Background: an optimization exercise with open tools, aiming at small area. Do not read the settings as production practice.
The RTL was checked by simulation tests, not by an equivalence proof against the original design.
The flow treats the clock pin as an ideal source, which a real chip does not have.

old:
==> flow/design.v <==
module cpu_state_core #(
   parameter logic [31:0] RESET_PC   = 32'h0000_0000,
   parameter logic [31:0] IR_RESET   = 32'h0000_0000,
   parameter int          DMEM_DEPTH = 64
) (
   input  logic        clock,
   input  logic        reset,
   input  logic        is_halt,
   input  logic        is_jal,
   input  logic        is_jalr,
   input  logic        branch_taken,
   input  logic [31:0] branch_target,
   input  logic [31:0] jalr_target,
   input  logic [31:0] imm_j,
   output logic [31:0] program_counter_value,
   input  logic [31:0] instruction_in,
   output logic [31:0] instruction_out,
   input  logic        memory_we,
   input  logic [31:0] address,
   input  logic [31:0] write_data,
   output logic [31:0] read_data
);
   localparam int AW = $clog2(DMEM_DEPTH);
   logic [31:0]   r_pc;
   logic [31:0]   r_ir;
   logic [31:0]   w_pc_next;
   logic [AW-1:0] w_index;
   logic          w_unused_addr;
   logic          r_phase;
   logic [31:0]   r_dmem [DMEM_DEPTH];
   logic [31:0]   w_dmem_next [DMEM_DEPTH];
   logic [31:0]   w_col_n;          
   logic [DMEM_DEPTH-1:0] w_wen;    
   logic [DMEM_DEPTH-1:0] w_sel_n;  
   logic [31:0]   w_rd_raw;
   assign w_index       = address[AW+1:2];
   assign w_unused_addr = ^{address[31:AW+2], address[1:0]};
   localparam int PC_SPLIT = 22;
   logic [31:0]        w_pc_addend;
   logic [31:0]        w_pc_sum;
   logic [PC_SPLIT:0]  w_pc_carry;
   logic [31:PC_SPLIT] w_pc_sum0, w_pc_sum1;
   logic [32:PC_SPLIT] w_pc_carry0, w_pc_carry1;
   logic               w_pc_take_sum;
   always_comb begin
      if (is_halt)
         w_pc_addend = 32'd0;
      else if (is_jal)
         w_pc_addend = imm_j;
      else
         w_pc_addend = 32'd4;
   end
   assign w_pc_carry[0] = 1'b0;
   for (genvar k = 0; k < PC_SPLIT; k++) begin : g_pc_add
      cpu_state_core_full_add u_fa (
         .a(r_pc[k]), .b(w_pc_addend[k]), .ci(w_pc_carry[k]),
         .s(w_pc_sum[k]), .co(w_pc_carry[k+1])
      );
   end
   assign w_pc_carry0[PC_SPLIT] = 1'b0;
   assign w_pc_carry1[PC_SPLIT] = 1'b1;
   for (genvar k = PC_SPLIT; k < 32; k++) begin : g_pc_add_hi
      cpu_state_core_full_add u_fa0 (
         .a(r_pc[k]), .b(w_pc_addend[k]), .ci(w_pc_carry0[k]),
         .s(w_pc_sum0[k]), .co(w_pc_carry0[k+1])
      );
      cpu_state_core_full_add u_fa1 (
         .a(r_pc[k]), .b(w_pc_addend[k]), .ci(w_pc_carry1[k]),
         .s(w_pc_sum1[k]), .co(w_pc_carry1[k+1])
      );
   end
   assign w_pc_sum[31:PC_SPLIT] = w_pc_carry[PC_SPLIT] ? w_pc_sum1 : w_pc_sum0;
   assign w_pc_take_sum = is_halt | is_jal | (~is_jalr & ~branch_taken);
   always_comb begin
      if (w_pc_take_sum)
         w_pc_next = w_pc_sum;
      else if (is_jalr)
         w_pc_next = {jalr_target[31:1], 1'b0};
      else
         w_pc_next = branch_target;
   end
   always_ff @(posedge clock) begin
      if (reset) begin
         r_pc <= RESET_PC;
         r_ir <= IR_RESET;
      end else begin
         r_pc <= w_pc_next;
         r_ir <= instruction_in;
      end
   end
   always_ff @(posedge clock)
      r_phase <= reset | ~r_phase;
   assign w_col_n = ~(write_data ^ {32{r_phase}}) | {32{reset | ~memory_we}};
   always_comb begin
      for (int w = 0; w < DMEM_DEPTH; w++) begin
         w_sel_n[w] = w_index != AW'(w);
         w_wen[w]   = reset | (memory_we & (w_index == AW'(w)));
      end
   end
   for (genvar w = 0; w < DMEM_DEPTH; w++) begin : g_word
      cpu_state_core_word_next u_next (
         .q(r_dmem[w]), .wen(w_wen[w]), .sel_n(w_sel_n[w]), .col_n(w_col_n),
         .d(w_dmem_next[w])
      );
   end
   always_ff @(posedge clock) begin
      for (int w = 0; w < DMEM_DEPTH; w++)
         r_dmem[w] <= w_dmem_next[w];
   end
   for (genvar b = 0; b < 32; b++) begin : g_rd
      logic [DMEM_DEPTH-1:0] w_col;
      for (genvar w = 0; w < DMEM_DEPTH; w++) begin : g_w
         assign w_col[w] = r_dmem[w][b];
      end
      cpu_state_core_read_bit #(.N(DMEM_DEPTH)) u_rd (
         .q(w_col), .sel_n(w_sel_n), .d(w_rd_raw[b])
      );
   end
   assign program_counter_value = r_pc;
   assign instruction_out       = r_ir;
   assign read_data             = ~(w_rd_raw ^ {32{r_phase}});
endmodule
module cpu_state_core_word_next (
   input  logic [31:0] q,
   input  logic        wen,
   input  logic        sel_n,
   input  logic [31:0] col_n,
   output logic [31:0] d
);
   assign d = ~((q | {32{wen}}) & (col_n | {32{sel_n}}));
endmodule
module cpu_state_core_read_bit #(
   parameter int N = 64
) (
   input  logic [N-1:0] q,
   input  logic [N-1:0] sel_n,
   output logic         d
);
   localparam int P = (N + 1) / 2;
   logic [2*P-1:0] w_q, w_sel_n;
   logic [P-1:0]   w_pair_n;
   assign w_q     = (2*P)'(q);
   assign w_sel_n = {{(2*P-N){1'b1}}, sel_n};
   for (genvar p = 0; p < P; p++) begin : g_pair
      cpu_state_core_read_pair u_pair (
         .q(w_q[2*p +: 2]), .sel_n(w_sel_n[2*p +: 2]), .d_n(w_pair_n[p])
      );
   end
   assign d = ~|w_pair_n;
endmodule
module cpu_state_core_read_pair (
   input  logic [1:0] q,
   input  logic [1:0] sel_n,
   output logic       d_n
);
   assign d_n = ~((q[0] | sel_n[0]) & (q[1] | sel_n[1]));
endmodule
module cpu_state_core_full_add (
   input  logic a,
   input  logic b,
   input  logic ci,
   output logic s,
   output logic co
);
   assign {co, s} = {1'b0, a} + {1'b0, b} + {1'b0, ci};
endmodule
==> flow/config.mk <==
export PLATFORM = sky130hd
export DESIGN_NAME = cpu_state_core
export DESIGN_NICKNAME = cpu_state_core
export VERILOG_FILES = /design/flow/design.v
export SDC_FILE = /design/flow/constraint.sdc
export NUM_CORES = 4
export LEC_CHECK = 0
export CAP_MARGIN = 20
export CORE_MARGIN = 2
export CORE_UTILIZATION = 75
export CTS_CLUSTER_DIAMETER = 100
export CTS_CLUSTER_SIZE = 32
export PLACE_DENSITY = 0.85
export SLEW_MARGIN = 20
export SYNTH_HIERARCHICAL = 1
==> flow/constraint.sdc <==
create_clock -name core_clock -period 15.0 [get_ports {clock}]
set_input_delay 3.0000 -clock core_clock [delete_from_list [all_inputs] [get_ports {clock}]]
set_output_delay 3.0000 -clock core_clock [all_outputs]
set_load 0.01 [all_outputs]
standard.sh (not shown) runs the stock make flow with config.mk's settings and CLKGATE_MAP_FILE= SYNTH_SCRIPT=/design/flow/synth_recipe.tcl, a recipe that flattens the netlist after the stock synthesis.
==> flow/flow/run.sh <==
#!/bin/bash
# Layout flow: the standard flow (standard synthesis unchanged), with
# three changes to how the layout is made:
#  - ports are buffered with the smallest buffer, sky130_fd_sc_hd__buf_1;
#  - clock tree synthesis inserts no dummy loads and routes the clock
#    with double width and spacing (non-default rule);
#  - after clock tree synthesis, flow/downsize.tcl gives logic gates and data
#    buffers a smaller drive strength where slew and timing clearly allow.
# Each step's full output is in orfs/logs/; make's own output is in
# flow_make.log.
set -euo pipefail
here=$(pwd)
export BUFFER_PORTS_ARGS="-buffer_cell sky130_fd_sc_hd__buf_1"
export CTS_ARGS="-sink_clustering_enable -repair_clock_nets -dont_use_dummy_load -sink_clustering_size 32 -sink_clustering_max_diameter 100 -apply_ndr full"
export POST_CTS_TCL="$here/flow/downsize.tcl"
bash standard.sh finish > flow_make.log 2>&1
==> flow/flow/downsize.tcl <==
# Sourced at the end of clock tree synthesis (POST_CTS_TCL): gives logic gates
# and data buffers a smaller drive strength where that is clearly safe.
# Each candidate is swapped to the next smaller strength and kept only if,
# with placement parasitics, the slew at its output and at every pin of its
# output net stays under 0.75 ns (half the library's limit) and the worst
# setup slack stays above 1 ns. Clock cells and flip-flops are left alone.
# Global routing's own repair steps run afterwards as usual.
set_propagated_clock [all_clocks]
estimate_parasitics -placement

proc downsize_ok { inst } {
  foreach pin [get_pins -of_objects $inst -filter "direction==output"] {
    foreach p [get_pins -of_objects [get_nets -of_objects $pin]] {
      if { [get_property $p slew_max] > 0.75 } { return 0 }
    }
  }
  return [expr {[sta::worst_slack_cmd max] > 1e-9}]
}

set saved 0.0
set n 0
set order {16 12 8 6 4 2 1 0}
foreach inst [get_cells *] {
  set ref [get_property $inst ref_name]
  if { ![regexp {^sky130_fd_sc_hd__([a-z0-9]+)_([0-9]+)$} $ref -> base drive] } { continue }
  if { [regexp {^(clkbuf|clkinv|clkdly|dly|df|edf|sdf|sedf|dl|conb|tap|fill|decap|diode|lpflow)} $base] } { continue }
  set i [lsearch $order $drive]
  if { $i < 0 } { continue }
  foreach d [lrange $order [expr {$i + 1}] end] {
    set cand [get_lib_cells -quiet sky130_fd_sc_hd__${base}_$d]
    if { $cand == "" } { continue }
    set a_old [get_property [get_lib_cells $ref] area]
    set a_new [get_property $cand area]
    if { $a_new >= $a_old } { continue }
    replace_cell $inst $cand
    if { [downsize_ok $inst] } {
      set saved [expr {$saved + $a_old - $a_new}]
      incr n
      set ref [get_property $inst ref_name]
    } else {
      replace_cell $inst [get_lib_cells $ref]
      break
    }
  }
}
puts "downsize.tcl: $n swaps, $saved um^2 less"
Relative to old, the following input files were edited for new:
- CORE_UTILIZATION: 75 -> 60
- PLACE_DENSITY: 0.85 -> unset
- CTS_CLUSTER_DIAMETER: 100 -> 90
- CTS_CLUSTER_SIZE: 32 -> 28
==> flow/flow/run.sh <==
#!/bin/bash
# Layout flow: the standard flow (standard synthesis unchanged), with
# three changes to how the layout is made:
#  - ports are buffered with the smallest buffer, sky130_fd_sc_hd__buf_1;
#  - clock tree synthesis inserts no dummy loads;
#  - before global routing, flow/downsize.tcl gives logic gates and data
#    buffers a smaller drive strength where slew and timing clearly allow.
# Each step's full output is in orfs/logs/; make's own output is in
# flow_make.log.
set -euo pipefail
here=$(pwd)
export BUFFER_PORTS_ARGS="-buffer_cell sky130_fd_sc_hd__buf_1"
export CTS_ARGS="-sink_clustering_enable -repair_clock_nets -dont_use_dummy_load -sink_clustering_size 28 -sink_clustering_max_diameter 90"
export PRE_GLOBAL_ROUTE_TCL="$here/flow/downsize.tcl"
bash standard.sh finish > flow_make.log 2>&1
-- flow/flow/downsize.tcl --
<<< old, line 1
# Sourced at the end of clock tree synthesis (POST_CTS_TCL): gives logic gates
# and data buffers a smaller drive strength where that is clearly safe.
>>> new, line 1
# Sourced before global routing (PRE_GLOBAL_ROUTE_TCL): gives logic gates
# and data buffers a smaller drive strength where that is clearly safe.
## What came out
new: it failed during global routing (5_1_grt), and the tool reported EST-0104.
Compared with old, in new placed cell area rose by 0.61%; vertical extent of the die went up; last weighted congestion value of the routability-driven placer now smaller.

-- what the ideal ports hide --
Ports are ideal in the flow. The routed layout listed here was re-timed in OpenROAD. Step 1 sets driving cells, clkbuf_16 on the clock port and buf_2 on the other inputs (assumed; they add their load-dependent delay and slew). Step 2 moves the port delays by t, midway between the first and last clock arrival at a register: inputs arrive t later, outputs are due t later. That takes back most of the time a late clock gives input paths. Slacks: ideal / step 1 / step 2; pairs: ideal / step 1.
run: old
t (ns): 0.786
setup slack, ns: 2.204 / 2.271 / 1.485
worst hold slack (ns): 0.449 / 0.449 / 0.449
After both steps setup and hold are still met in old. For old, drivers alone change the setup slack by +0.067 ns; drivers and shift together by -0.719 ns.
